From an optimization exercise on the open Yosys and OpenROAD flow, aimed at small area, a short achievable clock period and few clock cycles per item; shortcuts taken in it are not production practice. The RTL was checked by simulation tests, not by an equivalence proof against the original design.

`flow/design.v`:
```
`timescale 1ns / 1ps
package rfa_pkg;
  localparam int OperandWidth = 32;
  localparam int ValueWidth   = 64;
  localparam int QueueDepth   = 2;
  typedef enum logic [1:0] {
    ActAdd = 2'd0,
    ActSub = 2'd1,
    ActMul = 2'd2,
    ActDiv = 2'd3
  } action_e;
  typedef struct packed {
    logic [1:0]         action;
    logic signed [31:0] num_a;
    logic signed [31:0] den_a;
    logic signed [31:0] num_b;
    logic signed [31:0] den_b;
  } in_t;
  typedef struct packed {
    logic               status;
    logic signed [63:0] result_num;
    logic signed [63:0] result_den;
  } out_t;
  typedef struct packed {
    logic                  err;
    logic [ValueWidth-1:0] x;
    logic [ValueWidth-1:0] y;
  } job_t;
  typedef struct packed {
    logic                  busy;
    logic                  done;
    logic [ValueWidth-1:0] quo;
    logic [ValueWidth-1:0] rem;
  } div_rsp_t;
  function automatic logic [ValueWidth-1:0] mag(input logic [ValueWidth-1:0] v);
    mag = v[ValueWidth-1] ? (~v + 1'b1) : v;
  endfunction
  function automatic logic [ValueWidth-1:0] negate_if(input logic neg,
                                                      input logic [ValueWidth-1:0] v);
    negate_if = neg ? (~v + 1'b1) : v;
  endfunction
endpackage
`timescale 1ns / 1ps
module rfa_add #(
  parameter int W = 64
) (
  input  logic [W-1:0] a_i,
  input  logic [W-1:0] b_i,
  input  logic         cin_i,
  output logic [W-1:0] s_o,
  output logic         co_o
);
  localparam int L = $clog2(W);
  logic [L:0][W-1:0] g, p;
  logic [W-1:0] p0;
  assign p0 = a_i ^ b_i;
  assign g[0] = (a_i & b_i) | {{(W-1){1'b0}}, p0[0] & cin_i};
  assign p[0] = p0;
  for (genvar l = 0; l < L; l++) begin : g_lvl
    for (genvar i = 0; i < W; i++) begin : g_bit
      if ((i % (2 << l)) >= (1 << l)) begin : g_node
        localparam int J = i - (i % (2 << l)) + (1 << l) - 1;
        assign g[l+1][i] = g[l][i] | (p[l][i] & g[l][J]);
        assign p[l+1][i] = p[l][i] & p[l][J];
      end else begin : g_pass
        assign g[l+1][i] = g[l][i];
        assign p[l+1][i] = p[l][i];
      end
    end
  end
  assign s_o  = p0 ^ {g[L][W-2:0], cin_i};
  assign co_o = g[L][W-1];
endmodule
`timescale 1ns / 1ps
module rational_fraction_alu (
  input  logic        clk_i,
  input  logic        rst_ni,
  input  logic        in_valid_i,
  output logic        in_ready_o,
  input  logic [1:0]  in_action_i,
  input  logic [31:0] in_num_a_i,
  input  logic [31:0] in_den_a_i,
  input  logic [31:0] in_num_b_i,
  input  logic [31:0] in_den_b_i,
  output logic        out_valid_o,
  input  logic        out_ready_i,
  output logic        out_status_o,
  output logic [63:0] out_num_o,
  output logic [63:0] out_den_o
);
  logic st_idle_q, st_out_q, st_wait_q, st_mul_q, st_comb_q, st_gcd_q, st_fin_q;
  logic st_idle_d, st_out_d, st_wait_d, st_mul_d, st_comb_d, st_gcd_d, st_fin_d;
  logic in_ready_q, out_valid_q;
  logic [63:0] g_q, h_q, a_q, b_q, c_q, d_q;
  logic [63:0] g_d, h_d, a_d, b_d, c_d, d_d;
  logic [5:0]  cnt_q, cnt_d;
  logic        cz_q;                
  logic        act_mul_q, act_div_q, act_add_q, act_as_q;
  logic        sx_q, sx_d, sy_q;
  logic        sub_q, sub_d;        
  logic        par_q, par_d;        
  logic        st1_q, st1_d;        
  logic        eq_q, eq_d;          
  logic        err_q;               
  logic        status_q, status_d;
  logic pa_sh1_q, pa_sh2_q, pa_sub_q, pa_swap_q, pa_ge_q;
  logic one_g_q, two_g_q, one_p_q, two_p_q, one_q_q, two_q_q;
  logic neg_g_q, neg_p_q, neg_q_q;
  logic [63:0] op_g, op_p, op_q;
  logic        sb_g, sb_p, sb_q;
  logic [63:0] sum_g, sum_p, sum_q;
  logic        ge;                
  logic        can1, can2;        
  logic        h_zero;
  logic neg_num, neg_den, type_x;
  assign type_x  = par_q & !eq_q;
  assign neg_num = !type_x & (sx_q ^ sy_q);
  assign neg_den =  type_x & (sx_q ^ sy_q);
  assign op_g = ({64{one_g_q}} & h_q) | ({64{two_g_q}} & {h_q[62:0], 1'b0});
  assign op_p = ({64{one_p_q}} & b_q) | ({64{two_p_q}} & {b_q[62:0], 1'b0}) |
                ({64{st_comb_q}} & c_q);
  assign op_q = ({64{one_q_q}} & h_q) | ({64{two_q_q}} & {h_q[62:0], 1'b0}) |
                ({64{st_comb_q}} & a_q) | ({64{st_gcd_q | st_fin_q}} & d_q);
  assign sb_g = !st_mul_q | neg_g_q;
  assign sb_p = (st_mul_q & neg_p_q) | st_comb_q | (st_fin_q & neg_num);
  assign sb_q = (st_mul_q & neg_q_q) | st_comb_q | (st_fin_q & neg_den);
  logic co_p, co_q;
  rfa_add u_add_g (.a_i(g_q), .b_i(op_g ^ {64{sb_g}}), .cin_i(sb_g), .s_o(sum_g), .co_o(ge));
  rfa_add u_add_p (.a_i(a_q), .b_i(op_p ^ {64{sb_p}}), .cin_i(sb_p), .s_o(sum_p), .co_o(co_p));
  rfa_add u_add_q (.a_i(c_q), .b_i(op_q ^ {64{sb_q}}), .cin_i(sb_q), .s_o(sum_q), .co_o(co_q));
  logic [63:0] cmp1_s, cmp2_s;
  logic        cmp1_c, cmp2_c;
  rfa_add u_cmp1 (.a_i(g_q), .b_i(~{h_q[62:0], 1'b0}), .cin_i(1'b1), .s_o(cmp1_s), .co_o(cmp1_c));
  rfa_add u_cmp2 (.a_i(g_q), .b_i(~{h_q[61:0], 2'b0}), .cin_i(1'b1), .s_o(cmp2_s), .co_o(cmp2_c));
  assign can1   = !h_q[63] && cmp1_c;
  assign can2   = !h_q[63] && !h_q[62] && cmp2_c;
  assign h_zero = (h_q == 64'd0);
  logic bad, accept, take, zero_ac, to_mul, to_err;
  assign bad = (in_den_a_i == 32'd0) || (in_den_b_i == 32'd0) ||
               ((in_action_i == 2'd3) && (in_num_b_i == 32'd0));
  assign accept = in_ready_q & in_valid_i;
  assign take   = out_valid_q & out_ready_i;
  assign to_mul = (st_idle_q & in_valid_i & !bad) | (st_out_q & take & in_valid_i & !bad) |
                  (st_wait_q & take & !err_q);
  assign to_err = (st_idle_q & in_valid_i & bad) | (st_out_q & take & in_valid_i & bad) |
                  (st_wait_q & take & err_q);
  assign zero_ac = to_mul | to_err | (st_gcd_q & h_zero);
  always_comb begin
    st_idle_d = (st_idle_q & !in_valid_i) | (st_out_q & take & !in_valid_i);
    st_wait_d = (st_out_q & !take & in_valid_i) | (st_wait_q & !take);
    st_out_d  = to_err | (st_out_q & !take & !in_valid_i) | st_fin_q;
    st_mul_d  = to_mul | (st_mul_q & !cz_q);
    st_comb_d = st_mul_q & cz_q;
    st_gcd_d  = st_comb_q | (st_gcd_q & !h_zero);
    st_fin_d  = st_gcd_q & h_zero;
  end
  logic dec_sh2, dec_sh1, dec_swap, dec_sub;
  assign dec_sh2  = st_gcd_q & !h_zero & !sub_q & can2;
  assign dec_sh1  = st_gcd_q & !h_zero & !sub_q & !can2 & can1;
  assign dec_swap = st_gcd_q & !h_zero & (sub_q | !can1) & cz_q;
  assign dec_sub  = st_gcd_q & !h_zero & (sub_q | !can1) & !cz_q;
  always_comb begin
    g_d = g_q;
    h_d = h_q;
    cnt_d = cnt_q;
    sx_d = sx_q;
    sub_d = sub_q; par_d = par_q; st1_d = st1_q; eq_d = eq_q;
    if (in_ready_q) begin
      g_d = 64'd0;
      h_d = {{2{in_den_a_i[31]}}, in_den_a_i, 30'd0};
      cnt_d = 6'd15;
    end
    if (st_mul_q) begin
      g_d = sum_g;
      h_d = {{2{h_q[63]}}, h_q[63:2]};
      cnt_d = cnt_q - 6'd1;
    end
    if (st_comb_q) begin
      h_d  = sum_p[63] ? sum_q : sum_p;
      sx_d = sum_p[63];
      cnt_d = 6'd0;
      sub_d = 1'b0;
      par_d = 1'b0;
      st1_d = 1'b1;
      eq_d  = 1'b0;
    end
    if (dec_sh2) begin
      h_d = {h_q[61:0], 2'b00};
      cnt_d = cnt_q + 6'd2;
    end
    if (dec_sh1) begin
      h_d = {h_q[62:0], 1'b0};
      cnt_d = cnt_q + 6'd1;
    end
    if (dec_sub) begin
      if (ge) g_d = sum_g;
      h_d = {1'b0, h_q[63:1]};
      cnt_d = cnt_q - 6'd1;
      sub_d = 1'b1;
    end
    if (dec_swap) begin
      g_d = h_q;
      h_d = ge ? sum_g : g_q;
      sub_d = 1'b0;
      par_d = !par_q;
      st1_d = 1'b0;
      eq_d  = st1_q && !sub_q && ge;
    end
  end
  always_comb begin
    a_d = a_q; b_d = b_q; c_d = c_q; d_d = d_q;
    if (in_ready_q) begin
      b_d = {{2{in_num_a_i[31]}}, in_num_a_i, 30'd0};
      d_d = {in_num_b_i, in_den_b_i};
    end
    if (st_mul_q) begin
      a_d = sum_p;
      c_d = sum_q;
      b_d = {{2{b_q[63]}}, b_q[63:2]};
      d_d = {d_q[61:0], 2'b00};
    end
    if (st_comb_q) begin
      a_d = 64'd1;
      b_d = 64'd0;
      c_d = 64'd0;
      d_d = 64'd1;
    end
    if (pa_sh2_q) begin
      b_d = {b_q[61:0], 2'b00};
      d_d = {d_q[61:0], 2'b00};
    end
    if (pa_sh1_q) begin
      b_d = {b_q[62:0], 1'b0};
      d_d = {d_q[62:0], 1'b0};
    end
    if (pa_sub_q) begin
      if (pa_ge_q) begin
        a_d = sum_p;
        c_d = sum_q;
      end
      b_d = {1'b0, b_q[63:1]};
      d_d = {1'b0, d_q[63:1]};
    end
    if (pa_swap_q) begin
      a_d = b_q;
      b_d = pa_ge_q ? sum_p : a_q;
      c_d = d_q;
      d_d = pa_ge_q ? sum_q : c_q;
    end
    if (st_fin_q) begin
      a_d = sum_p;
      c_d = sum_q;
    end
    if (zero_ac) begin
      a_d = 64'd0;
      c_d = 64'd0;
    end
  end
  logic [2:0] tc_n, td_n, tp_n, tg_n, tq_n;
  logic       n_mul, n_div, n_add, n_as, n_sy;
  always_comb begin
    if (in_ready_q) begin
      tc_n  = in_num_b_i[31:29];
      td_n  = in_den_b_i[31:29];
      n_mul = (in_action_i == 2'd2);
      n_div = (in_action_i == 2'd3);
      n_add = (in_action_i == 2'd0);
      n_as  = !in_action_i[1];
      n_sy  = in_den_a_i[31] ^ ((in_action_i == 2'd3) ? in_num_b_i[31] : in_den_b_i[31]);
    end else begin
      if (st_mul_q) begin
        tc_n = {d_q[61], d_q[60], d_q[59] & (cnt_q != 6'd1)};
        td_n = d_q[29:27];
      end else begin
        tc_n = d_q[63:61];
        td_n = d_q[31:29];
      end
      n_mul = act_mul_q;
      n_div = act_div_q;
      n_add = act_add_q;
      n_as  = act_as_q;
      n_sy  = sy_q;
    end
    tp_n = n_mul ? tc_n : td_n;                    
    tg_n = n_div ? tc_n : td_n;                    
    tq_n = n_as  ? tc_n : 3'b000;                  
  end
  function automatic logic [2:0] booth(input logic [2:0] t);
    booth = {t[1] ^ t[0], (t[2] & !t[1] & !t[0]) | (!t[2] & t[1] & t[0]), t[2] & !(t[1] & t[0])};
  endfunction
  logic [2:0] bp, bg, bq;
  assign bp = booth(tp_n);
  assign bg = booth(tg_n);
  assign bq = booth(tq_n);
  always_ff @(posedge clk_i) begin
    one_p_q <= st_mul_d ? bp[2] : (st_gcd_d | st_fin_d);
    two_p_q <= st_mul_d & bp[1];
    neg_p_q <= bp[0];
    one_g_q <= st_mul_d ? bg[2] : 1'b1;
    two_g_q <= st_mul_d & bg[1];
    neg_g_q <= bg[0] ^ n_sy;
    one_q_q <= st_mul_d & bq[2];
    two_q_q <= st_mul_d & bq[1];
    neg_q_q <= bq[0] ^ n_add;
  end
  always_comb begin
    status_d = status_q;
    if (to_err) status_d = 1'b1;
    if (st_fin_q) status_d = 1'b0;
  end
  always_ff @(posedge clk_i or negedge rst_ni) begin
    if (!rst_ni) begin
      st_idle_q   <= 1'b1;
      st_out_q    <= 1'b0;
      st_wait_q   <= 1'b0;
      st_mul_q    <= 1'b0;
      st_comb_q   <= 1'b0;
      st_gcd_q    <= 1'b0;
      st_fin_q    <= 1'b0;
      in_ready_q  <= 1'b1;
      out_valid_q <= 1'b0;
      pa_sh1_q    <= 1'b0;
      pa_sh2_q    <= 1'b0;
      pa_sub_q    <= 1'b0;
      pa_swap_q   <= 1'b0;
    end else begin
      st_idle_q   <= st_idle_d;
      st_out_q    <= st_out_d;
      st_wait_q   <= st_wait_d;
      st_mul_q    <= st_mul_d;
      st_comb_q   <= st_comb_d;
      st_gcd_q    <= st_gcd_d;
      st_fin_q    <= st_fin_d;
      in_ready_q  <= st_idle_d | st_out_d;
      out_valid_q <= st_out_d | st_wait_d;
      pa_sh1_q    <= dec_sh1;
      pa_sh2_q    <= dec_sh2;
      pa_sub_q    <= dec_sub;
      pa_swap_q   <= dec_swap;
    end
  end
  always_ff @(posedge clk_i) begin
    g_q <= g_d; h_q <= h_d; a_q <= a_d; b_q <= b_d; c_q <= c_d; d_q <= d_d;
    cnt_q <= cnt_d;
    cz_q  <= (cnt_d == 6'd0);
    sx_q <= sx_d;
    sub_q <= sub_d; par_q <= par_d; st1_q <= st1_d; eq_q <= eq_d;
    status_q <= status_d;
    pa_ge_q <= ge;
    act_mul_q <= n_mul;
    act_div_q <= n_div;
    act_add_q <= n_add;
    act_as_q  <= n_as;
    sy_q      <= n_sy;
    if (accept) err_q <= bad;
  end
  assign in_ready_o   = in_ready_q;
  assign out_valid_o  = out_valid_q;
  assign out_status_o = status_q;
  assign out_num_o    = a_q;
  assign out_den_o    = c_q;
endmodule
```
`flow/flow/run.sh`:
```
#!/bin/bash
# Standard layout, with repair_timing aiming further below the clock period.
set -euo pipefail
bash standard.sh SETUP_SLACK_MARGIN=7.5 finish > standard_make.log 2>&1
```
`flow/standard.sh`:
```
#!/bin/bash
# synth_recipe.tcl (not shown) runs the flow's synth.tcl, then flattens the netlist and writes it again
# the make line also repeats each setting of config.mk as NAME=value (left out here)
make -C /OpenROAD-flow-scripts/flow DESIGN_CONFIG=/design/flow/config.mk WORK_HOME=/design/flow/orfs CLKGATE_MAP_FILE= SYNTH_SCRIPT=/design/flow/synth_recipe.tcl "${@:-finish}"
```
`flow/config.mk`:
```
export PLATFORM = sky130hd
export DESIGN_NAME = rational_fraction_alu
export DESIGN_NICKNAME = rational_fraction_alu
export VERILOG_FILES = /design/flow/design.v
export SDC_FILE = /design/flow/constraint.sdc
export NUM_CORES = 4
export LEC_CHECK = 0
export CAP_MARGIN = 20
export CORE_MARGIN = 2
export CORE_UTILIZATION = 40
export SLEW_MARGIN = 20
```
`flow/constraint.sdc`:
```
create_clock -name core_clock -period 11.0 [get_ports {clk_i}]
set_input_delay 2.2000 -clock core_clock [delete_from_list [all_inputs] [get_ports {clk_i}]]
set_output_delay 2.2000 -clock core_clock [all_outputs]
set_load 0.01 [all_outputs]
```
==> results of run 1 <==
==> final cells by class <==
| type | count | area [µm²] |
|---|---|---|
| tap | 1414 | 1770 |
| inverter | 251 | 1060 |
| multi-input combinational | 4357 | 36200 |
| timing repair buffer | 1030 | 10700 |
| clock buffer | 84 | 1680 |
| timing repair inverter | 1 | 11.3 |
| fill | 9197 | 45600 |
| clock inverter | 20 | 224 |
| sequential | 426 | 11100 |
| antenna | 5 | 12.5 |
==> what timing repair did <==
item,in CTS,in global routing
endpoints found under the setup margin,664,481
gates resized for setup,1772,468
gates cloned,46,5
buffers inserted,481,182
pin swaps,259,335
==> path summary, 6_finish.rpt <==
path | from | end | slack (ns) | cells after the start
max reg2reg | st_comb_q | h_q[27] | 5.68 | 24
min | g_q[1] | g_q[1] | 0.51 | 1
min in group asynchronous | rst_ni | st_fin_q | 2.03 | 1
max in group asynchronous | rst_ni | st_comb_q | 8.31 | 1
min reg2reg | g_q[1] | g_q[1] | 0.51 | 1
max | st_comb_q | h_q[27] | 5.68 | 24
==> per-layer routing <==
metal	track usage, %	vias up	part of all wire [%]
met5	0.608	-	0.16
met4	23.4	20	7.7
met3	13.9	1152	16
met2	56.5	4491	40
met1	51.8	25475	36
li1	-	22233	-
==> through the flow <==
stage	instances	hold slack [ns]	instance area [µm²]	util, %	setup slack (ns)
after floorplan	5519	0.432	44900	-	4.87
after global placement	6764	0.442	47700	44.0	4.02
after detailed placement	6764	0.457	47700	44.0	3.92
after CTS	7395	0.481	59000	54.4	5.96
after global routing	7584	0.526	62800	57.9	5.73
final	7588	0.514	62800	57.9	5.68
==> cell families after synthesis <==
kind of cell / Yosys count / synth area share [%]
fa+ha+maj: 335 / 9.93
mux: 174 / 4.07
xor+xnor: 355 / 7.14
compound gates: 2126 / 34.3
simple gates: 1350 / 13.8
flops: 426 / 24.2
buf+inv: 753 / 6.55
==> cells in the mapped netlist, types with 12 or more instances <==
library cell and count:
nand2_1 426, a21o_1 181, or2_2 26, mux2i_1 153
dfxtp_1 217, nor4_1 70, a21oi_1 489, nor3_1 51
a21boi_0 13, a22oi_1 92, nor2b_1 57, a221oi_1 102
o211ai_1 71, o221ai_1 39, clkbuf_1 413, a311oi_1 13
a222oi_1 136, ha_1 317, o22a_1 15, o21a_1 14
and2_1 14, nand2b_1 24, o21bai_1 21, buf_2 14
a211oi_1 355, nor2_1 521, a221o_1 27, a31oi_1 64
nand3_1 49, inv_1 244, xor2_1 135, fa_1 18
a32oi_1 45, nand4_1 41, o21ai_0 246, o22ai_1 45
xnor2_1 220, a211o_1 48, buf_1 73, and4_1 12
edfxtp_1 196, and3_1 29, mux2_2 18
==> sequential cells by signal, summed over array words and instances, names as in the netlist, 6 cells and up <==
register and count:
a_q 64, c_q 64, g_q 64, b_q 64, d_q 64, cnt_q 6, h_q 64
==> critical path, cell delays in order (launching register included) <==
cell	delay [ns]
dfrtp_4	0.49
buf_12	0.15
buf_16	0.15
clkinv_8	0.05
nand2_4	0.04
a31oi_4	0.17
buf_12	0.18
buf_16	0.16
buf_4	0.15
xor2_1	0.09
ha_1	0.44
and4_4	0.26
and3_4	0.19
a31oi_4	0.10
a21oi_4	0.29
o211ai_1	0.14
buf_4	0.18
a211oi_4	0.36
a211o_4	0.24
buf_12	0.12
buf_16	0.15
mux2_4	0.32
a221oi_4	0.23
nor3_2	0.07
a221o_1	0.28
==> layout by cell type (no fill, tap or decap), drive strengths merged, types with 181 or more instances in the layout <==
cell type / instances
a21oi: 489
xnor2: 220
ha: 317
inv: 249
buf: 878
nand2: 435
edfxtp: 196
a211oi: 358
dfxtp: 217
o21ai: 251
a21o: 181
nor2: 521
==> flow_summary.toml, run 1 <==
[timing]
hold_viol_final = 0
finClkSkew_ns = 0.0327
report.final.slew_viol_count = 0
fin_crit_sh_pct = 48.4
setup_viol = 0
final.setup.tns_ns = 0
fmax_mhz = 188
period_needed_ns = 5.32
slew_headroom_pct = 19.2
rsz0062_at_grt = "yes"
tightest_slew_ns = 1.21

[clock_tree]
ctsHtreeMaxLevel = 2
cts_buffers = 56
clk_latency_ns = 0.70
cts_buffer_depth = 3
cts_sinks = 426
cts.hold.buffers_added = 0
path_clk_slew_ns = 0.06
cts_tree = "built"
cts_root_buf = "clkbuf_16"

[global_route]
antenna_found_initial = 13
grt_max_degree = 180
grt_usage_pct = 39.9
grt_pass1_vias = 48731
grt_pass1_wl_um = 335000
grt_overflow_total = 0

[synthesis]
synth_top_flop_cell = "dfxtp_1"
yosysTopAreaCellShare_pct = 13.5
syn_area_mm2 = 0.0436
synth_area_leader_cell = "edfxtp_1"
async_flop_share_pct = 3.05
yosys_warnings = 1
synthTopCellsByArea = "edfxtp_1 14%, dfxtp_1 10%, ha_1 9.1%"
syn_inst = 5519
ys_ff_latch = 426
synth_edf_count = 196
syn-mean-instance-area_um2 = 7.89
synth.lib_cells_used.distinct = 91
seq_area_frac_synth_pct = 24.2

[drt]
drc = 0
avgViaCountPerCell = 7.03
wire_per_inst_um = 31.6
drt-pass1-iter-count = 13
ant_nets = 0
drt-total-wl_um = 240000
drt_iter0_drc = 9549
vias = 53371

[place]
io_buffer_count = 264
dp_hpwl_um = 137000
gp_congestion = 0.988

[layout]
syn2layout_area_growth_pct = 44.2
drive_gt1_share_pct = 31.7
nNetsFinal = 6592

[floorplanning]
die_area_mm2 = 0.112
die_y_um = 334
core_mm2 = 0.108
rows = 121
io_pins = 265
initial_core_util_pct = 40.2
die_w_um = 334

[critical_path]
worstPathArrival_ns = 5.75
critPathRequiredTime_ns = 11.43
endpoint_kind = "flip-flop"
worstPathMaxFanout = 7
crit_path_start_kind = "flip-flop"
critPathKind = "flip-flop to flip-flop"

[hold_path]
hold_class = "flip-flop to flip-flop"

[job]
cap_violations = 0

[outcome]
status = "complete, no violations"
Testbench counts, summed over its fixed seeds: cycles 129,275, items 1,200.
==> run 2, diff against run 1 <==
==> flow/run.sh (new file) <==
#!/bin/bash
# synth_recipe.tcl (not shown) runs the flow's synth.tcl, then flattens the netlist and writes it again
# the make line also repeats each setting of config.mk as NAME=value (left out here)
make -C /OpenROAD-flow-scripts/flow DESIGN_CONFIG=/design/flow/config.mk WORK_HOME=/design/flow/orfs CLKGATE_MAP_FILE= SYNTH_SCRIPT=/design/flow/synth_recipe.tcl finish
--- a/flow/config.mk
+++ b/flow/config.mk
@@ -10,2 +10,3 @@
 export CORE_UTILIZATION = 40
+export SETUP_SLACK_MARGIN = 5
 export SLEW_MARGIN = 20
removed: flow/flow/run.sh
removed: flow/standard.sh
==> run 2 against run 1 <==
Effect of this change: critical endpoint is now h_q[45]; via count shrank 11%; non-clock buffer count shrank 657; critical path type unchanged.
==> flow_summary.toml, run 2 <==
[clock_tree]
cts_tree = "built"
cts_root_buf = "clkbuf_16"
ctsHtreeMaxLevel = 2
clk_latency_ns = 0.71
cts_buffer_depth = 3
cts_sinks = 426
path_clk_slew_ns = 0.07
cts_buffers = 56

[layout]
fin_util_pct = 45.7
drive_gt1_share_pct = 6.26
final_cells = 6915
final_common_cell = "nor2_1"
nNetsFinal = 5919
syn2layout_area_growth_pct = 13.7
final_cell_mix = "513 x nor2_1, 483 x a21oi_1, 422 x nand2_1"

[synthesis]
synth_edf_count = 196
seq_area_frac_synth_pct = 24.2
yosysTopAreaCellShare_pct = 13.5
ys_ff_latch = 426
synthMuxAreaShare_pct = 4.07
syn_inst = 5519
synthTopCellsByArea = "edfxtp_1 14%, dfxtp_1 10%, ha_1 9.1%"
synthAdderAreaFrac_pct = 9.93
synth_area_leader_cell = "edfxtp_1"
syn-mean-instance-area_um2 = 7.89
synth_top_family_by_area = "compound AO/OA/AOI/OAI gates"
syn_area_mm2 = 0.0436
yosys.area_share.simple_pct = 13.8
async_flop_share_pct = 3.05
yosys_warnings = 1
synth_top_flop_cell = "dfxtp_1"
yosys.area_share.xor_xnor_pct = 7.14
synthTopCellsByCount = "521 x nor2_1, 489 x a21oi_1, 426 x nand2_1"
synth.lib_cells_used.distinct = 91
yosysMostFrequentCell = "nor2_1"
synth-compound-area-share_pct = 34.3

[place]
gp_congestion = 0.996
pre_cts_slack_ns = 3.76
place_inst = 6784
dp_hpwl_um = 138000
io_buffer_count = 264

[critical_path]
endpoint_kind = "flip-flop"
worstPathMaxFanout = 26
r2r_slack_ns = 4.98
critPathKind = "flip-flop to flip-flop"
critPathRequiredTime_ns = 11.43
crit_path_start_kind = "flip-flop"
crit_chain = "clkbuf_8 > a21oi_4 > o21a_4 > o21ai_0 > fa_1 > a211oi_1 > o211ai_1 > a211oi_2 > buf_4 > o211ai_1 > buf_4 > a31oi_2 > o21ai_0 > a21oi_1 > xnor2_1 > mux2_2 > a2111oi_1 > o2bb2ai_1"
cpPeakStageDelay_ns = 0.64
cp_slowest_cell = "dfrtp_4"
worstPathArrival_ns = 6.45

[drt]
drc = 0
avgViaCountPerCell = 6.87
wire_per_inst_um = 29.2
ant_nets = 0
drt-pass1-iter-count = 14
drt_iter0_drc = 7320
vias = 47513
drt-total-wl_um = 202000

[global_route]
grt_pass1_vias = 43174
grt_pass1_wl_um = 294000
antenna_found_initial = 7
grt_overflow_total = 0
grt_usage_pct = 34.4
grt_max_degree = 94

[floorplanning]
die_w_um = 334
die_y_um = 334
core_mm2 = 0.108
rows = 121
io_pins = 265
initial_core_util_pct = 40.2
die_area_mm2 = 0.112

[job]
cap_violations = 0

[timing]
tightest_slew_ns = 1.21
timing.hold.ws_ns = 0.465
rsz0062_at_grt = "yes"
period_needed_ns = 6.02
hold_viol_final = 0
fin_ws_ns = 4.98
finClkSkew_ns = 0.0487
slew_headroom_pct = 19.3
setup_viol = 0
fin_crit_sh_pct = 54.7
final.setup.tns_ns = 0
fmax_mhz = 166
report.final.slew_viol_count = 0

[hold_path]
hold_class = "flip-flop to flip-flop"

[outcome]
status = "complete, no violations"
[run 2: final cells by class]
class / instances / area [µm²]
Clock buffer: 75 / 1630
Timing Repair Buffer: 373 / 3670
Multi-Input combinational cell: 4342 / 30500
Inverter: 251 / 950
Sequential cell: 426 / 10600
Tap cell: 1414 / 1770
Fill cell: 10791 / 58900
Clock inverter: 31 / 348
Antenna cell: 3 / 7.51
[run 2: stage by stage]
step / cell area [µm²]
3_5_place_dp: 47000
2_1_floorplan: 43600
3_3_place_gp: 47000
6_report: 49500
5_1_grt: 49500
4_1_cts: 49200
[run 2: timing repair]
item                                    4_1_cts  5_1_grt
cloned                                        2        2
buffers inserted                              8        9
hold buffers                                  0        0
resized for setup                            28       49
endpoints found under the setup margin      188      125
pin swaps                                     2        2
[run 2: logic make-up after synthesis]
group	count (synthesis)
flip-flops	426
multiplexers	174
XOR/XNOR	355
buffers and inverters	753
AO/OA/AOI/OAI	2126
adder cells (fa/ha/maj)	335
AND/OR/NAND/NOR	1350
[run 2: critical path, delay by kind of cell (launching register included)]
kind                     cells  cell delay [ns]
adder cells (fa/ha/maj)      1             0.52
flip-flops                   1             0.64
AO/OA/AOI/OAI               12             3.09
multiplexers                 1             0.41
XOR/XNOR                     1             0.33
buffers and inverters        3             0.73
[run 2: final timing paths]
path / from / to / cells past startpoint
max: st_mul_q / h_q[45] / 18
min: st1_q / st1_q / 2
max reg2reg: st_mul_q / h_q[45] / 18
min reg2reg: st1_q / st1_q / 2
max in group asynchronous: rst_ni / pa_sh2_q / 1
min in group asynchronous: rst_ni / st_gcd_q / 1
[run 2: routing by layer]
metal  vias to the layer above  global-route usage, %  part of all wire (%)
li1                      20863                      -                     -
met1                     22912                   47.2                    40
met2                      3235                   50.4                    42
met3                       493                   10.1                    14
met4                        10                   13.2                   4.3
met5                         -                      0                 0.030
==> run 3, diff against run 2 <==
--- a/flow/design.v
+++ b/flow/design.v
@@ -90,4 +90,4 @@
 );
-  logic st_idle_q, st_out_q, st_wait_q, st_mul_q, st_comb_q, st_gcd_q, st_fin_q;
-  logic st_idle_d, st_out_d, st_wait_d, st_mul_d, st_comb_d, st_gcd_d, st_fin_d;
+  logic st_idle_q, st_out_q, st_wait_q, st_mul_q, st_comb_q, st_abs_q, st_gcd_q, st_fin_q;
+  logic st_idle_d, st_out_d, st_wait_d, st_mul_d, st_comb_d, st_abs_d, st_gcd_d, st_fin_d;
   logic in_ready_q, out_valid_q;
@@ -107,3 +107,4 @@
   logic one_g_q, two_g_q, one_p_q, two_p_q, one_q_q, two_q_q;
-  logic neg_g_q, neg_p_q, neg_q_q;
+  logic neg_g_q, neg_p_q, neg_q_q;        
+  logic selc_p_q, sela_q_q, seld_q_q;
   logic [63:0] op_g, op_p, op_q;
@@ -120,8 +121,8 @@
   assign op_p = ({64{one_p_q}} & b_q) | ({64{two_p_q}} & {b_q[62:0], 1'b0}) |
-                ({64{st_comb_q}} & c_q);
+                ({64{selc_p_q}} & c_q);
   assign op_q = ({64{one_q_q}} & h_q) | ({64{two_q_q}} & {h_q[62:0], 1'b0}) |
-                ({64{st_comb_q}} & a_q) | ({64{st_gcd_q | st_fin_q}} & d_q);
-  assign sb_g = !st_mul_q | neg_g_q;
-  assign sb_p = (st_mul_q & neg_p_q) | st_comb_q | (st_fin_q & neg_num);
-  assign sb_q = (st_mul_q & neg_q_q) | st_comb_q | (st_fin_q & neg_den);
+                ({64{sela_q_q}} & a_q) | ({64{seld_q_q}} & d_q);
+  assign sb_g = neg_g_q;
+  assign sb_p = neg_p_q;
+  assign sb_q = neg_q_q;
   logic co_p, co_q;
@@ -153,3 +154,4 @@
     st_comb_d = st_mul_q & cz_q;
-    st_gcd_d  = st_comb_q | (st_gcd_q & !h_zero);
+    st_abs_d  = st_comb_q;
+    st_gcd_d  = st_abs_q | (st_gcd_q & !h_zero);
     st_fin_d  = st_gcd_q & h_zero;
@@ -178,4 +180,6 @@
     if (st_comb_q) begin
-      h_d  = sum_p[63] ? sum_q : sum_p;
       sx_d = sum_p[63];
+    end
+    if (st_abs_q) begin
+      h_d  = sx_q ? c_q : a_q;
       cnt_d = 6'd0;
@@ -222,2 +226,6 @@
     if (st_comb_q) begin
+      a_d = sum_p;
+      c_d = sum_q;
+    end
+    if (st_abs_q) begin
       a_d = 64'd1;
@@ -297,9 +305,12 @@
     two_p_q <= st_mul_d & bp[1];
-    neg_p_q <= bp[0];
+    neg_p_q <= st_mul_d ? bp[0] : (st_comb_d | (st_fin_d & neg_num));
     one_g_q <= st_mul_d ? bg[2] : 1'b1;
     two_g_q <= st_mul_d & bg[1];
-    neg_g_q <= bg[0] ^ n_sy;
+    neg_g_q <= st_mul_d ? (bg[0] ^ n_sy) : 1'b1;
     one_q_q <= st_mul_d & bq[2];
     two_q_q <= st_mul_d & bq[1];
-    neg_q_q <= bq[0] ^ n_add;
+    neg_q_q <= st_mul_d ? (bq[0] ^ n_add) : (st_comb_d | (st_fin_d & neg_den));
+    selc_p_q <= st_comb_d;
+    sela_q_q <= st_comb_d;
+    seld_q_q <= st_gcd_d | st_fin_d;
   end
@@ -317,2 +328,3 @@
       st_comb_q   <= 1'b0;
+      st_abs_q    <= 1'b0;
       st_gcd_q    <= 1'b0;
@@ -331,2 +343,3 @@
       st_comb_q   <= st_comb_d;
+      st_abs_q    <= st_abs_d;
       st_gcd_q    <= st_gcd_d;
==> run 3 against run 2 <==
Effect of this change: still clean on timing, DRC and antenna; area after synthesis rose by 3.9%; die area rose by 3.8%; via count rose by 1.6%; critical path depth fell by 3; worst hold slack improved by 0.020 ns; register-to-register slack improved by 0.16 ns; cell area rose by 2.1%; fmax rose by 2.7%.
==> flow_summary.toml, run 3 <==
[drt]
wire_per_inst_um = 28.3
ant_nets = 0
drt_iter0_drc = 6633
drc = 0
drt-total-wl_um = 201000
drt-pass1-iter-count = 9
vias = 48294
avgViaCountPerCell = 6.80

[hold_path]
hp-start = "st1_q"
hold_class = "flip-flop to flip-flop"
hold_depth = 2
whs_endpoint = "st1_q"

[layout]
multi_input_area_mm2 = 0.0317
final_cell_mix = "541 x a21oi_1, 539 x nor2_1, 347 x a211oi_1"
nNetsFinal = 6023
drive_gt1_share_pct = 6.60
final_common_cell = "a21oi_1"
final_cells = 7105
seqCellArea_mm2 = 0.0107
syn2layout_area_growth_pct = 11.7
fillers = 11280

[global_route]
grt_usage_pct = 33.0
grt_pass1_vias = 44538
grt_pass1_wl_um = 297000
antenna_found_initial = 3
grt_max_degree = 185
grt_overflow_total = 0

[timing]
rsz0062_at_grt = "no"
slew_headroom_pct = 17.3
setup_viol = 0
tightest_slew_ns = 1.23
final.setup.tns_ns = 0
finClkSkew_ns = 0.0481
fin_crit_sh_pct = 53.3
period_needed_ns = 5.86
hold_viol_final = 0
report.final.slew_viol_count = 0
fmax_mhz = 171

[synthesis]
synthTopCellsByCount = "548 x nor2_1, 541 x a21oi_1, 446 x clkbuf_1"
syn-mean-instance-area_um2 = 7.97
async_flop_share_pct = 3.26
yosys_warnings = 1
yosysMostFrequentCell = "nor2_1"
synth_area_leader_cell = "edfxtp_1"
seq_area_frac_synth_pct = 23.5
ys_ff_latch = 429
synthTopCellsByArea = "edfxtp_1 13%, dfxtp_1 9.7%, ha_1 8.8%"
yosysTopAreaCellShare_pct = 13.0
synth.lib_cells_used.distinct = 102
synth_edf_count = 196
syn_area_mm2 = 0.0452
syn_inst = 5677
synth_top_flop_cell = "dfxtp_1"

[critical_path]
crit_chain = "buf_4 > a22o_1 > a221oi_1 > xnor2_1 > ha_1 > and3_1 > nand3_1 > nor4bb_1 > o21ai_0 > a21o_1 > a2111oi_2 > o41a_1 > and4_1 > nor3_1 > a221o_1"
critical_path_depth = 15
crit_path_start_kind = "flip-flop"
worstPathMaxFanout = 54
setup.worst_path.start = "sela_q_q"
rr_worst_depth = 15
rr_endpoint = "d_q[63]"
cp_slowest_cell = "dfxtp_4"
critPathKind = "flip-flop to flip-flop"
endpoint_kind = "flip-flop"
worstPathArrival_ns = 6.28
r2r_slack_ns = 5.14
cpPeakStageDelay_ns = 0.80
critPathBufInv = 1
critPathRequiredTime_ns = 11.43
r2r_start = "sela_q_q"
crit_family = "compound AO/OA/AOI/OAI gates"

[clock_tree]
cts_buffers = 56
cts_tree = "built"
cts_sinks = 429
cts.hold.buffers_added = 0
ctsHtreeMaxLevel = 2
clk_latency_ns = 0.69
path_clk_slew_ns = 0.06
cts_root_buf = "clkbuf_16"
cts_buffer_depth = 3

[floorplanning]
io_pins = 265
core_mm2 = 0.112
die_y_um = 340
die_w_um = 340
initial_core_util_pct = 40.3
die_area_mm2 = 0.116
rows = 123

[job]
cap_violations = 0

[place]
place_inst = 6988
dp_hpwl_um = 138000
io_buffer_count = 264
gp_congestion = 0.998

[outcome]
status = "complete, no violations"
## run 3: how the worst max path moves through the flow
stage	end	slack (ns)
2_1_floorplan	b_q[0]	4.96
3_3_place_gp	eq_q	4.87
3_5_place_dp	eq_q	4.79
4_1_cts	d_q[63]	5.00
5_1_grt	d_q[63]	5.02
6_report	d_q[63]	5.14
## run 3: worst min-delay path, delay by kind of cell, from the launching register on
kind	cells	cell delay (ns)
simple gates	2	0.13
flops	1	0.33
## run 3: layer usage
layer,part of all wire (%),track usage [%],up-vias
li1,-,-,21382
met1,41,45.4,23457
met2,42,49.6,2988
met3,12,7.53,465
met4,4.7,13.6,2
met5,0.0065,0,-
## run 3: timing repair
action                     in CTS  in global routing
cloned                          0                  1
gates resized for setup         1                  5
buffers inserted                1                  6
hold endpoints to repair        0                  0
setup endpoints to repair      16                 89
pin swaps                       0                  2
## run 3: kinds of logic after synthesis
group / Yosys count / synth area share (%)
adders and majority gates: 335 / 9.56
xor gates and xnor gates: 349 / 6.76
muxes: 254 / 5.79
DFF: 429 / 23.5
buffers and inverters: 769 / 6.64
AOI/OAI and AO/OA: 2178 / 33.9
and+or+nand+nor: 1363 / 13.8
## run 3: cell type report
type | instances | share of cell area, %
Sequential cell | 429 | 21.1
Antenna cell | 3 | 0.0148
Tap cell | 1500 | 3.71
Multi-Input combinational cell | 4480 | 62.8
Clock buffer | 89 | 3.40
Clock inverter | 17 | 0.408
Timing Repair Buffer | 376 | 7.01
Inverter | 211 | 1.58
## run 3: per-stage QoR
step | util (%) | setup WS [ns] | instance area, µm² | hold slack [ns]
finish | 45.0 | 5.14 | 50600 | 0.485
global route | 45.0 | 5.02 | 50600 | 0.521
CTS | 44.9 | 5.00 | 50500 | 0.481
detailed placement | 43.2 | 4.79 | 48500 | 0.466
global placement | 43.2 | 4.87 | 48500 | 0.444
floorplan | - | 4.96 | 45300 | 0.432
Testbench counts of run 3, summed over its fixed seeds: cycles 130,475, items 1,200.
==> run 4, diff against run 3 <==
==> flow/flow/run.sh (new file) <==
#!/bin/bash
# Standard layout, with repair_timing aiming further below the clock period.
set -euo pipefail
bash standard.sh SETUP_SLACK_MARGIN=6.5 finish > standard_make.log 2>&1
==> flow/standard.sh (new file) <==
#!/bin/bash
# synth_recipe.tcl (not shown) runs the flow's synth.tcl, then flattens the netlist and writes it again
# the make line also repeats each setting of config.mk as NAME=value (left out here)
make -C /OpenROAD-flow-scripts/flow DESIGN_CONFIG=/design/flow/config.mk WORK_HOME=/design/flow/orfs CLKGATE_MAP_FILE= SYNTH_SCRIPT=/design/flow/synth_recipe.tcl "${@:-finish}"
--- a/flow/config.mk
+++ b/flow/config.mk
@@ -10,3 +10,2 @@
 export CORE_UTILIZATION = 40
-export SETUP_SLACK_MARGIN = 5
 export SLEW_MARGIN = 20
removed: flow/run.sh
==> run 4 against run 3 <==
Effect of this change: highest routed layer unchanged; largest cell class unchanged; fmax up 28%; utilization is 2.1 points higher.
==> flow_summary.toml, run 4 <==
[timing]
report.final.slew_viol_count = 0
slew_headroom_pct = 26.4
fin_crit_sh_pct = 41.6
timing.hold.ws_ns = 0.486
finClkSkew_ns = 0.0493
period_needed_ns = 4.58
fmax_mhz = 218
setup_viol = 0
hold_viol_final = 0
rsz0062_at_grt = "yes"
tightest_slew_ns = 1.10
final.setup.tns_ns = 0

[critical_path]
cp_slowest_cell = "a2111oi_4"
crit_family = "compound AO/OA/AOI/OAI gates"
critPathKind = "flip-flop to flip-flop"
crit_path_start_kind = "flip-flop"
critPathBufInv = 2
worstPathMaxFanout = 27
worstPathArrival_ns = 5.01
critPathRequiredTime_ns = 11.43
endpoint_kind = "flip-flop"
crit_chain = "buf_12 > buf_16 > a22o_1 > a221oi_2 > xnor2_1 > ha_1 > and3_1 > nand3_4 > nor4bb_4 > o21ai_1 > a21o_1 > a2111oi_4 > o41a_1 > and4_1 > nor3_1 > a221o_1"
cpPeakStageDelay_ns = 0.45

[synthesis]
yosys.area_share.xor_xnor_pct = 6.76
synth_top_family_by_area = "compound AO/OA/AOI/OAI gates"
synth_edf_count = 196
synthAdderAreaFrac_pct = 9.56
ys_ff_latch = 429
seq_area_frac_synth_pct = 23.5
syn-mean-instance-area_um2 = 7.97
syn_area_mm2 = 0.0452
synthMuxAreaShare_pct = 5.79
yosys_warnings = 1
async_flop_share_pct = 3.26
synth.lib_cells_used.distinct = 102
synthTopCellsByCount = "548 x nor2_1, 541 x a21oi_1, 446 x clkbuf_1"
yosysMostFrequentCell = "nor2_1"
yosysTopAreaCellShare_pct = 13.0
synth_area_leader_cell = "edfxtp_1"
syn_inst = 5677
yosys.area_share.simple_pct = 13.8
synthTopCellsByArea = "edfxtp_1 13%, dfxtp_1 9.7%, ha_1 8.8%"
synth_top_flop_cell = "dfxtp_1"
synth-compound-area-share_pct = 33.9

[outcome]
status = "complete, no violations"

[drt]
drt-total-wl_um = 210000
drt_iter0_drc = 7403
drt-pass1-iter-count = 8
drc = 0
vias = 49418
wire_per_inst_um = 29.0
ant_nets = 0
avgViaCountPerCell = 6.82

[layout]
final_cell_mix = "538 x nor2_1, 537 x a21oi_1, 344 x a211oi_1"
syn2layout_area_growth_pct = 17.0
drive_gt1_share_pct = 10.6
nNetsFinal = 6167
final_common_cell = "nor2_1"

[floorplanning]
die_y_um = 340
die_w_um = 340
rows = 123
die_area_mm2 = 0.116
initial_core_util_pct = 40.3
io_pins = 265
core_mm2 = 0.112

[global_route]
grt_usage_pct = 34.1
grt_pass1_wl_um = 305000
grt_overflow_total = 0
antenna_found_initial = 5
grt_pass1_vias = 45487
grt_max_degree = 185

[place]
io_buffer_count = 264
gp_congestion = 0.998
dp_hpwl_um = 138000

[clock_tree]
path_clk_slew_ns = 0.07
cts_root_buf = "clkbuf_16"
cts_buffer_depth = 3
cts_buffers = 56
clk_latency_ns = 0.69
ctsHtreeMaxLevel = 2
cts.hold.buffers_added = 0
cts_tree = "built"
cts_sinks = 429

[job]
cap_violations = 0

[hold_path]
hold_class = "flip-flop to flip-flop"
[run 4: cell counts after synthesis]
Identical to the previous run, type by type.
[run 4: cell families (layout without fill, tap and decap cells)]
logic type	count (synthesis)	after routing
AOI/OAI and AO/OA	2178	2179
muxes	254	254
buffers and inverters	769	836
xor gates and xnor gates	349	349
and+or+nand+nor	1363	1364
DFF	429	429
adders and majority gates	335	335
other	0	3
[run 4: metrics by stage]
stage	util (%)	instances	instance area [µm²]	worst slack, ns
floorplan	-	5677	45300	4.96
global placement	43.2	6986	48500	4.87
CTS	46.3	7197	52000	6.50
global route	47.1	7246	52900	6.35
detailed placement	43.2	6988	48500	4.79
finish	47.1	7249	53000	6.42
[run 4: area by class of cell]
cell class / count / area, µm²
fillers: 11035 / 59400
well taps: 1500 / 1880
repair inverters: 1 / 8.76
clock buffers: 89 / 1720
flip-flops and latches: 429 / 10700
multi-input cells: 4481 / 32500
inverters: 211 / 816
diodes: 3 / 7.51
repair buffers: 518 / 5120
clock inverters: 17 / 206
[run 4: worst paths after layout]
kind | endpoint | from | cells past startpoint | slack (ns)
max in group asynchronous | st_fin_q | rst_ni | 1 | 8.26
worst min-delay path | st1_q | st1_q | 2 | 0.49
worst max register to register | d_q[63] | sela_q_q | 16 | 6.42
min in group asynchronous | st_comb_q | rst_ni | 1 | 2.04
worst max-delay path | d_q[63] | sela_q_q | 16 | 6.42
worst min register to register | st1_q | st1_q | 2 | 0.49
[run 4: metal layers]
metal	vias to the layer above	part of all wire (%)	track usage, %	routed length [µm]
li1	21688	-	-	-
met1	23759	40	46.4	83500
met2	3388	42	51.0	88500
met3	575	13	8.39	26900
met4	8	5.4	15.2	11300
met5	-	0.025	0	53
[run 4: worst register-to-register path, delay by kind of cell, from the launching register on]
family / cells / cell delay, ns
DFF: 1 / 0.39
buffers and inverters: 2 / 0.33
and+or+nand+nor: 5 / 1.05
xor gates and xnor gates: 1 / 0.14
adders and majority gates: 1 / 0.32
AOI/OAI and AO/OA: 7 / 2.12
[run 4: repair_timing]
| item | CTS | global route |
|---|---|---|
| setup endpoints to repair | 365 | 200 |
| buffers inserted | 98 | 44 |
| resized for setup | 123 | 89 |
| pin swaps | 32 | 22 |
| gates cloned | 5 | 5 |
==> run 5, diff against run 4 <==
==> flow/flow/run.sh (replaced) <==
#!/bin/bash
# Standard layout; repair_timing aims further below the clock period and works only on the worst paths.
set -euo pipefail
bash standard.sh SETUP_SLACK_MARGIN=7 TNS_END_PERCENT=0 finish > standard_make.log 2>&1
==> run 5 against run 4 <==
Effect of this change: still clean; synthesized cell count did not move; register-to-register slack barely moved; global-route usage rose by 0.47 points.
==> flow_summary.toml, run 5 <==
[timing]
timing.hold.ws_ns = 0.484
finClkSkew_ns = 0.0489
setup_viol = 0
fin_crit_sh_pct = 41.6
rsz0062_at_grt = "yes"
period_needed_ns = 4.58
report.final.slew_viol_count = 0
slew_headroom_pct = 26.6
final.setup.tns_ns = 0
hold_viol_final = 0
fmax_mhz = 218
tightest_slew_ns = 1.10
fin_ws_ns = 6.42

[critical_path]
rr_endpoint = "d_q[54]"
worstPathMaxFanout = 27
crit_path_start_kind = "flip-flop"
worstPathArrival_ns = 4.99
cpPeakStageDelay_ns = 0.53
endpoint_kind = "flip-flop"
r2r_slack_ns = 6.42
cp_slowest_cell = "dfxtp_4"
crit_path_end = "d_q[54]"
rr_worst_depth = 17
critPathRequiredTime_ns = 11.41
critPathKind = "flip-flop to flip-flop"
setup.worst_path.start = "sela_q_q"
r2r_start = "sela_q_q"
crit_chain = "buf_16 > a22o_1 > a221oi_2 > xnor2_1 > ha_1 > a21o_1 > a2111oi_4 > nor4bb_4 > o21ai_0 > a21o_1 > buf_4 > buf_4 > nand2_1 > a311o_1 > a21oi_2 > xor2_1 > a21oi_1"

[layout]
fillers = 11085
syn2layout_area_growth_pct = 16.5
fin_util_pct = 46.9
seqCellArea_mm2 = 0.0107
final_cell_mix = "538 x nor2_1, 538 x a21oi_1, 344 x a211oi_1"
drive_gt1_share_pct = 10.1
multi_input_area_mm2 = 0.0324
nNetsFinal = 6152

[synthesis]
syn_area_mm2 = 0.0452
syn-mean-instance-area_um2 = 7.97
synth_area_leader_cell = "edfxtp_1"
yosys_warnings = 1
ys_ff_latch = 429
synth_edf_count = 196
synth_top_flop_cell = "dfxtp_1"
async_flop_share_pct = 3.26
yosysTopAreaCellShare_pct = 13.0
synthTopCellsByCount = "548 x nor2_1, 541 x a21oi_1, 446 x clkbuf_1"
yosysMostFrequentCell = "nor2_1"
synthTopCellsByArea = "edfxtp_1 13%, dfxtp_1 9.7%, ha_1 8.8%"
syn_inst = 5677
synth.lib_cells_used.distinct = 102
seq_area_frac_synth_pct = 23.5

[drt]
wire_per_inst_um = 29.1
vias = 49293
avgViaCountPerCell = 6.81
drt-total-wl_um = 210000
ant_nets = 0
drc = 0
drt_iter0_drc = 7322
drt-pass1-iter-count = 9

[floorplanning]
initial_core_util_pct = 40.3
rows = 123
core_mm2 = 0.112
die_y_um = 340
die_w_um = 340
io_pins = 265
die_area_mm2 = 0.116

[global_route]
grt_usage_pct = 34.6
grt_pass1_vias = 45921
grt_overflow_total = 0
antenna_found_initial = 6
grt_max_degree = 185
grt_pass1_wl_um = 309000

[job]
cap_violations = 0

[clock_tree]
cts_buffer_depth = 3
clk_latency_ns = 0.69
cts_buffers = 56
ctsHtreeMaxLevel = 2
cts_root_buf = "clkbuf_16"
cts_sinks = 429
cts.hold.buffers_added = 0
path_clk_slew_ns = 0.06
cts_tree = "built"

[place]
pre_cts_slack_ns = 4.79
dp_hpwl_um = 138000
gp_congestion = 0.998
io_buffer_count = 264

[hold_path]
hold_class = "flip-flop to flip-flop"

[outcome]
status = "complete, no violations"
run 5: changes by cell type in the layout (fill, tap and decap cells not counted), moves of 4 or more:
cell and delta:
o21ai_0 +4, xor2_2 -4, bufbuf_16 +5, buf_4 -13, clkbuf_16 -5, xor2_1 +4
run 5: final cells by class:
class,instances,share of cell area (%)
clock buffer,89,3.26
antenna,3,0.0142
multi-input combinational,4481,61.4
inverter,211,1.54
sequential,429,20.3
clock inverter,17,0.392
tap,1500,3.56
timing repair buffer,503,9.56
timing repair inverter,1,0.0166
run 5: repair_timing:
action | 4_1_cts | 5_1_grt
resized for setup | 155 | 15
pin swaps | 51 | 4
buffers inserted | 122 | 4
hold endpoints to repair | 0 | 0
setup endpoints to repair | 631 | 594
gates cloned | 11 | 0
run 5: worst max-delay path, delay by kind of cell, from the launching register on:
kind                       cells  cell delay, ns
AOI/OAI and AO/OA              9            2.18
xor gates and xnor gates       2            0.62
DFF                            1            0.53
buffers and inverters          3            0.51
adders and majority gates      1            0.32
and+or+nand+nor                2            0.17
run 5: cell families after synthesis:
group | share of synthesized area, %
AO/OA/AOI/OAI | 33.9
AND/OR/NAND/NOR | 13.8
buffers and inverters | 6.64
flip-flops | 23.5
XOR/XNOR | 6.76
adder cells (fa/ha/maj) | 9.56
multiplexers | 5.79
run 5: how the worst min path moves through the flow:
stage                    from         to  slack [ns]  cells after the start
floorplan               st1_q      st1_q        0.43                      2
global placement        st1_q      st1_q        0.44                      2
detailed placement      st1_q      st1_q        0.47                      2
CTS                     st1_q      st1_q        0.48                      2
global route        act_add_q  act_add_q        0.52                      2
finish                  st1_q      st1_q        0.48                      2
run 5: layer usage:
layer  GRT usage (%)  wire (µm)  vias up
met4            15.9      11000        6
li1                -          -    21663
met5               0         43        -
met1            46.5      83000    23789
met2            51.5      88500     3313
met3            9.23      27600      522
run 5: stage by stage:
step	instance area [µm²]	cells
floorplan	45300	5677
global placement	48500	6986
detailed placement	48500	6988
CTS	52600	7227
global route	52700	7231
finish	52700	7234
==> run 6, diff against run 5 <==
==> flow/flow/run.sh (replaced) <==
#!/bin/bash
# Standard layout; Yosys/ABC buffers removed before repair, repair_timing aims further below the
# clock period and works only on the worst paths.
set -euo pipefail
bash standard.sh SETUP_SLACK_MARGIN=7 TNS_END_PERCENT=0 REMOVE_ABC_BUFFERS=1 finish > standard_make.log 2>&1
==> run 6 against run 5 <==
Effect of this change: cell count grew 0.18%; clock-buffer cell count is 15 lower; critical path type is now input pin to flip-flop.
==> flow_summary.toml, run 6 <==
[synthesis]
synth_top_flop_cell = "dfxtp_1"
synthTopCellsByCount = "548 x nor2_1, 541 x a21oi_1, 446 x clkbuf_1"
synth.lib_cells_used.distinct = 102
synth_area_leader_cell = "edfxtp_1"
yosysMostFrequentCell = "nor2_1"
syn-mean-instance-area_um2 = 7.97
ys_ff_latch = 429
seq_area_frac_synth_pct = 23.5
synth_edf_count = 196
synthTopCellsByArea = "edfxtp_1 13%, dfxtp_1 9.7%, ha_1 8.8%"
yosys_warnings = 1
async_flop_share_pct = 3.26
syn_inst = 5677
syn_area_mm2 = 0.0452
yosysTopAreaCellShare_pct = 13.0

[global_route]
grt_util_met3_pct = 7.74
grt_overflow_total = 0
grt_max_degree = 186
met2_usage_pct = 50.1
grt-busiest-layer = "met2"
met1_usage_pct = 46.1
grt_pass1_wl_um = 304000
grt_pass1_vias = 45605
antenna_found_initial = 6
grt_usage_pct = 34.2

[critical_path]
critPathBufInv = 3
worstPathArrival_ns = 5.17
crit_path_start_kind = "input pin"
critPathKind = "input pin to flip-flop"
crit_family = "simple AND/OR/NAND/NOR gates"
critPathRequiredTime_ns = 11.57
cpPeakStageDelay_ns = 0.61
cp_slowest_cell = "clkdlybuf4s50_1"
endpoint_kind = "flip-flop"
crit_chain = "clkdlybuf4s50_1 > nor4_2 > buf_4 > nand4_1 > nor3_4 > a41oi_2 > inv_1 > o22ai_1 > a21o_2 > mux2_2"
worstPathMaxFanout = 5

[clock_tree]
cts_buffer_depth = 3
ctsHtreeMaxLevel = 2
cts.hold.buffers_added = 0
cts_buffers = 55
clk_latency_ns = 0.70
cts_root_buf = "clkbuf_16"
cts_sinks = 429
cts_tree = "built"
path_clk_slew_ns = 0.07

[floorplanning]
rows = 123
io_pins = 265
initial_core_util_pct = 40.3
die_w_um = 340
core_mm2 = 0.112
die_y_um = 340
die_area_mm2 = 0.116

[layout]
fillers = 11017
syn2layout_area_growth_pct = 16.0
seqCellArea_mm2 = 0.0107
final_cell_mix = "541 x nor2_1, 539 x a21oi_1, 344 x a211oi_1"
multi_input_area_mm2 = 0.0322
nNetsFinal = 6167
design_area_mm2 = 0.0525
drive_gt1_share_pct = 9.85
final_common_cell = "nor2_1"

[timing]
finClkSkew_ns = 0.0341
rsz0062_at_grt = "yes"
hold_viol_final = 0
setup_viol = 0
report.final.slew_viol_count = 0
period_needed_ns = 4.60
fmax_mhz = 217
fin_crit_sh_pct = 41.8
slew_headroom_pct = 19.5
tightest_slew_ns = 1.20
fin_ws_ns = 6.40
timing.hold.ws_ns = 0.505
final.setup.tns_ns = 0

[drt]
drt-pass1-iter-count = 8
drc = 0
drt_iter0_drc = 6655
vias = 49114
wire_per_inst_um = 28.7
drt-total-wl_um = 208000
avgViaCountPerCell = 6.78
ant_nets = 0

[place]
dpl_cell_area_mm2 = 0.0484
io_buffer_count = 264
dp_hpwl_um = 136000
gp_congestion = 0.961
pre_cts_slack_ns = 4.84

[job]
cap_violations = 0

[outcome]
status = "complete, no violations"

[hold_path]
hold_class = "flip-flop to flip-flop"
[run 6: repair_timing]
item / in CTS / in global routing
endpoints found under the hold margin: 0 / 0
gates resized for setup: 131 / 14
pin swaps: 30 / 6
cloned: 8 / 0
endpoints found under the setup margin: 591 / 537
buffers inserted: 143 / 17
[run 6: layer usage]
metal,vias up,wire length [µm]
met1,23493,82200
met2,3293,87000
met4,2,12900
met3,614,26000
li1,21712,-
met5,-,10
[run 6: cells by family (layout without fill, tap and decap cells)]
group,Yosys count,in the layout,synth area share (%)
buffers and inverters,769,834,6.64
DFF,429,429,23.5
and+or+nand+nor,1363,1364,13.8
xor gates and xnor gates,349,349,6.76
muxes,254,254,5.79
adders and majority gates,335,335,9.56
other,0,2,0
AOI/OAI and AO/OA,2178,2180,33.9
[run 6: worst reg2reg max path: cells and delay by family, from the launching register on]
family,cells,cell delay (ns)
compound gates,5,1.36
buf+inv,1,0.38
flops,1,0.66
simple gates,5,1.90
[run 6: layout make-up]
cell class | count | area share (%)
timing repair buffer | 517 | 9.59
timing repair inverter | 2 | 0.0381
sequential | 429 | 20.4
clock buffer | 74 | 2.97
antenna | 2 | 0.00954
multi-input combinational | 4482 | 61.3
tap | 1500 | 3.58
clock inverter | 30 | 0.572
inverter | 211 | 1.55
[run 6: metrics by stage]
step | utilization [%] | std cells
6_report | 46.7 | 7247
5_1_grt | 46.7 | 7246
4_1_cts | 46.5 | 7228
3_5_place_dp | 43.1 | 6973
3_3_place_gp | 43.1 | 6972
2_1_floorplan | - | 5119
[run 6: final timing paths]
kind                       cells past startpoint        end  slack, ns          start
max in group asynchronous                      1  pa_swap_q       8.09         rst_ni
hold reg to reg                                2   status_q       0.50       status_q
hold / removal                                 2   status_q       0.50       status_q
setup reg to reg                              11    h_q[10]       6.44        h_q[45]
setup / recovery                              10    one_p_q       6.40  in_num_b_i[0]
min in group asynchronous                      1   st_gcd_q       2.12         rst_ni
==> run 7, diff against run 6 <==
--- a/flow/design.v
+++ b/flow/design.v
@@ -108,3 +108,3 @@
   logic neg_g_q, neg_p_q, neg_q_q;        
-  logic selc_p_q, sela_q_q, seld_q_q;
+  logic selc_p_q, seld_q_q;
   logic [63:0] op_g, op_p, op_q;
@@ -123,3 +123,3 @@
   assign op_q = ({64{one_q_q}} & h_q) | ({64{two_q_q}} & {h_q[62:0], 1'b0}) |
-                ({64{sela_q_q}} & a_q) | ({64{seld_q_q}} & d_q);
+                ({64{seld_q_q}} & d_q);
   assign sb_g = neg_g_q;
@@ -180,2 +180,3 @@
     if (st_comb_q) begin
+      h_d  = sum_p;
       sx_d = sum_p[63];
@@ -183,3 +184,3 @@
     if (st_abs_q) begin
-      h_d  = sx_q ? c_q : a_q;
+      if (sx_q) h_d = sum_q;
       cnt_d = 6'd0;
@@ -226,4 +227,3 @@
     if (st_comb_q) begin
-      a_d = sum_p;
-      c_d = sum_q;
+      c_d = 64'd0;
     end
@@ -309,7 +309,6 @@
     neg_g_q <= st_mul_d ? (bg[0] ^ n_sy) : 1'b1;
-    one_q_q <= st_mul_d & bq[2];
+    one_q_q <= st_mul_d ? bq[2] : st_abs_d;
     two_q_q <= st_mul_d & bq[1];
-    neg_q_q <= st_mul_d ? (bq[0] ^ n_add) : (st_comb_d | (st_fin_d & neg_den));
+    neg_q_q <= st_mul_d ? (bq[0] ^ n_add) : (st_abs_d | (st_fin_d & neg_den));
     selc_p_q <= st_comb_d;
-    sela_q_q <= st_comb_d;
     seld_q_q <= st_gcd_d | st_fin_d;
==> flow/flow/run.sh (replaced) <==
#!/bin/bash
# Standard layout with three changes: ports buffered with buf_4 cells, repair_timing aiming
# further below the clock period, and repair_timing working only on the worst paths.
set -euo pipefail
bash standard.sh SETUP_SLACK_MARGIN=7 TNS_END_PERCENT=0 \
  "BUFFER_PORTS_ARGS=-buffer_cell sky130_fd_sc_hd__buf_4" finish > standard_make.log 2>&1
==> run 7 against run 6 <==
Effect of this change: still clean; clock skew shrank 0.0020 ns; first-iteration DRC count grew 23%; critical path depth up 4.
==> flow_summary.toml, run 7 <==
[outcome]
status = "complete, no violations"

[synthesis]
synth.lib_cells_used.distinct = 102
synthTopCellsByCount = "671 x a21oi_1, 468 x nor2_1, 402 x clkbuf_1"
synth_area_leader_cell = "dfxtp_1"
syn_area_mm2 = 0.0430
ys_ff_latch = 429
synth_top_flop_cell = "dfxtp_1"
synthTopCellsByArea = "dfxtp_1 13%, ha_1 9.2%, edfxtp_1 9.2%"
syn_inst = 5444
synth_edf_count = 132
yosys_warnings = 1
syn-mean-instance-area_um2 = 7.90
seq_area_frac_synth_pct = 23.2
yosysTopAreaCellShare_pct = 13.2

[critical_path]
rr_endpoint = "g_q[14]"
worstPathArrival_ns = 5.36
crit_path_start_kind = "flip-flop"
rr_worst_depth = 14
cp_slowest_cell = "dfxtp_1"
worstPathMaxFanout = 74
critPathMostFrequentCell = "buf_12"
critPathRequiredTime_ns = 11.59
crit_chain = "inv_1 > ha_1 > a21oi_1 > o21ai_0 > a221oi_1 > o221ai_1 > a2111oi_4 > or2_4 > nand2_2 > buf_12 > inv_8 > buf_12 > nor3_1 > a221o_1"

[drt]
avgViaCountPerCell = 7.11
vias = 49089
drt-total-wl_um = 234000
drt-pass1-iter-count = 10
drc = 0

[hold_path]
hold_class = "flip-flop to flip-flop"
hold_depth = 2
whs_endpoint = "st1_q"

[floorplanning]
io_pins = 265
die_y_um = 332
rows = 120
initial_core_util_pct = 40.2
core_mm2 = 0.107

[global_route]
met1_usage_pct = 54.0
grt_pass1_wl_um = 330000
grt_util_met3_pct = 11.3
grt_usage_pct = 40.5
antenna_found_initial = 17
grt_overflow_total = 0

[clock_tree]
cts_buffer_depth = 3
ctsHtreeMaxLevel = 2
cts_buffers = 57
cts.hold.buffers_added = 0
clk_latency_ns = 0.71

[layout]
final_common_cell = "a21oi_1"
syn2layout_area_growth_pct = 15.9
final_cell_mix = "660 x a21oi_1, 459 x nor2_1, 403 x buf_4"
drive_gt1_share_pct = 15.6

[timing]
hold_viol_final = 0
fmax_mhz = 210
report.final.slew_viol_count = 0
tightest_slew_ns = 1.33
fin_ws_ns = 6.23
setup_viol = 0
rsz0062_at_grt = "yes"
fin_crit_sh_pct = 43.4

[job]
cap_violations = 0

[place]
pre_cts_slack_ns = 4.52
io_buffer_count = 264
## run 7: kinds of logic (layout without fill, tap and decap cells)
| kind of cell | after synthesis | after routing | share of synthesized area (%) |
|---|---|---|---|
| DFF | 429 | 429 | 23.2 |
| adders and majority gates | 335 | 335 | 10.1 |
| xor gates and xnor gates | 364 | 364 | 7.41 |
| other | 0 | 9 | 0 |
| and+or+nand+nor | 1226 | 1228 | 13.1 |
| muxes | 218 | 218 | 5.16 |
| buffers and inverters | 701 | 749 | 6.36 |
| AOI/OAI and AO/OA | 2171 | 2172 | 34.7 |
## run 7: layout make-up
| class | count | area [µm²] | area share (%) |
|---|---|---|---|
| antenna | 9 | 22.5 | 0.0452 |
| clock buffer | 86 | 1660 | 3.32 |
| clock inverter | 22 | 204 | 0.409 |
| inverter | 193 | 748 | 1.50 |
| multi-input combinational | 4317 | 31300 | 62.9 |
| sequential | 429 | 10100 | 20.3 |
| tap | 1403 | 1760 | 3.52 |
| timing repair buffer | 448 | 4010 | 8.03 |
## run 7: what timing repair did
action                                  4_1_cts  5_1_grt
endpoints found under the setup margin      361      362
pin swaps                                    34       20
buffers inserted                             48        9
resized for setup                           259       27
hold endpoints to repair                      0        0
cloned                                       13        1
## run 7: per-stage QoR
stage / cell area [µm²] / instances / hold WS (ns) / util [%]
global route: 49800 / 6898 / 0.515 / 46.6
detailed placement: 45800 / 6719 / 0.451 / 42.9
floorplan: 43000 / 5444 / 0.381 / -
global placement: 45800 / 6718 / 0.446 / 42.8
CTS: 49600 / 6888 / 0.465 / 46.4
finish: 49900 / 6907 / 0.464 / 46.6
## run 7: how the worst max path moves through the flow
stage / depth (start not counted) / slack, ns / end / startpoint
after floorplan: 5 / 5.55 / b_q[0] / pa_sub_q
after global placement: 17 / 4.35 / g_q[50] / neg_g_q
after detailed placement: 17 / 4.52 / g_q[36] / neg_g_q
after CTS: 18 / 6.51 / b_q[63] / two_p_q
after global routing: 17 / 6.22 / h_q[50] / b_q[1]
final: 14 / 6.23 / g_q[14] / h_q[39]
## run 7: per-layer routing
| layer | up-vias | part of all wire [%] |
|---|---|---|
| li1 | 20907 | - |
| met1 | 23526 | 39 |
| met2 | 3894 | 40 |
| met3 | 750 | 13 |
| met4 | 12 | 8.1 |
| met5 | - | 0.035 |
## run 7: worst max-delay path, delay by kind of cell (launching register included)
kind	cells	cell delay, ns
AOI/OAI and AO/OA	6	1.88
adders and majority gates	1	0.25
and+or+nand+nor	3	0.57
DFF	1	0.66
buffers and inverters	4	1.18
Testbench counts of run 7, summed over its fixed seeds: cycles 130,475, items 1,200.

## re-timing with driven ports
The flow's constraints put no driver on any port. The routed layouts listed below were extracted and timed again, unchanged, in two steps.
Step 1 assumes that a clkbuf_16 drives the clock port and a buf_2 every other input.
Step 2 times the ports against the registers' clock, not the clock port: input delays grow and output delays shrink by t, the midpoint of the rising clock arrivals with the driver on.
Slacks: ideal ports / drivers / drivers and shift; pairs: ideal ports / drivers.
run	t, ns	setup slack, ns	worst setup path after step 2	pins driven straight from the clock port
run 1	0.756	5.679 / 5.679 / 5.679	register to register	1
run 2	0.764	4.983 / 4.983 / 4.867	input to register	1
run 3	0.735	5.142 / 5.142 / 4.997	input to register	1
run 4	0.736	6.419 / 6.419 / 5.864	input to register	1
run 5	0.738	6.420 / 6.420 / 5.823	input to register	1
run 6	0.750	6.399 / 6.439 / 5.698	input to register	1
run 7	0.772	6.227 / 6.227 / 5.836	input to register	1
After both steps every run listed still meets setup and hold. For run 6, which loses most, drivers alone change the setup slack by +0.040 ns; drivers and shift together by -0.701 ns.
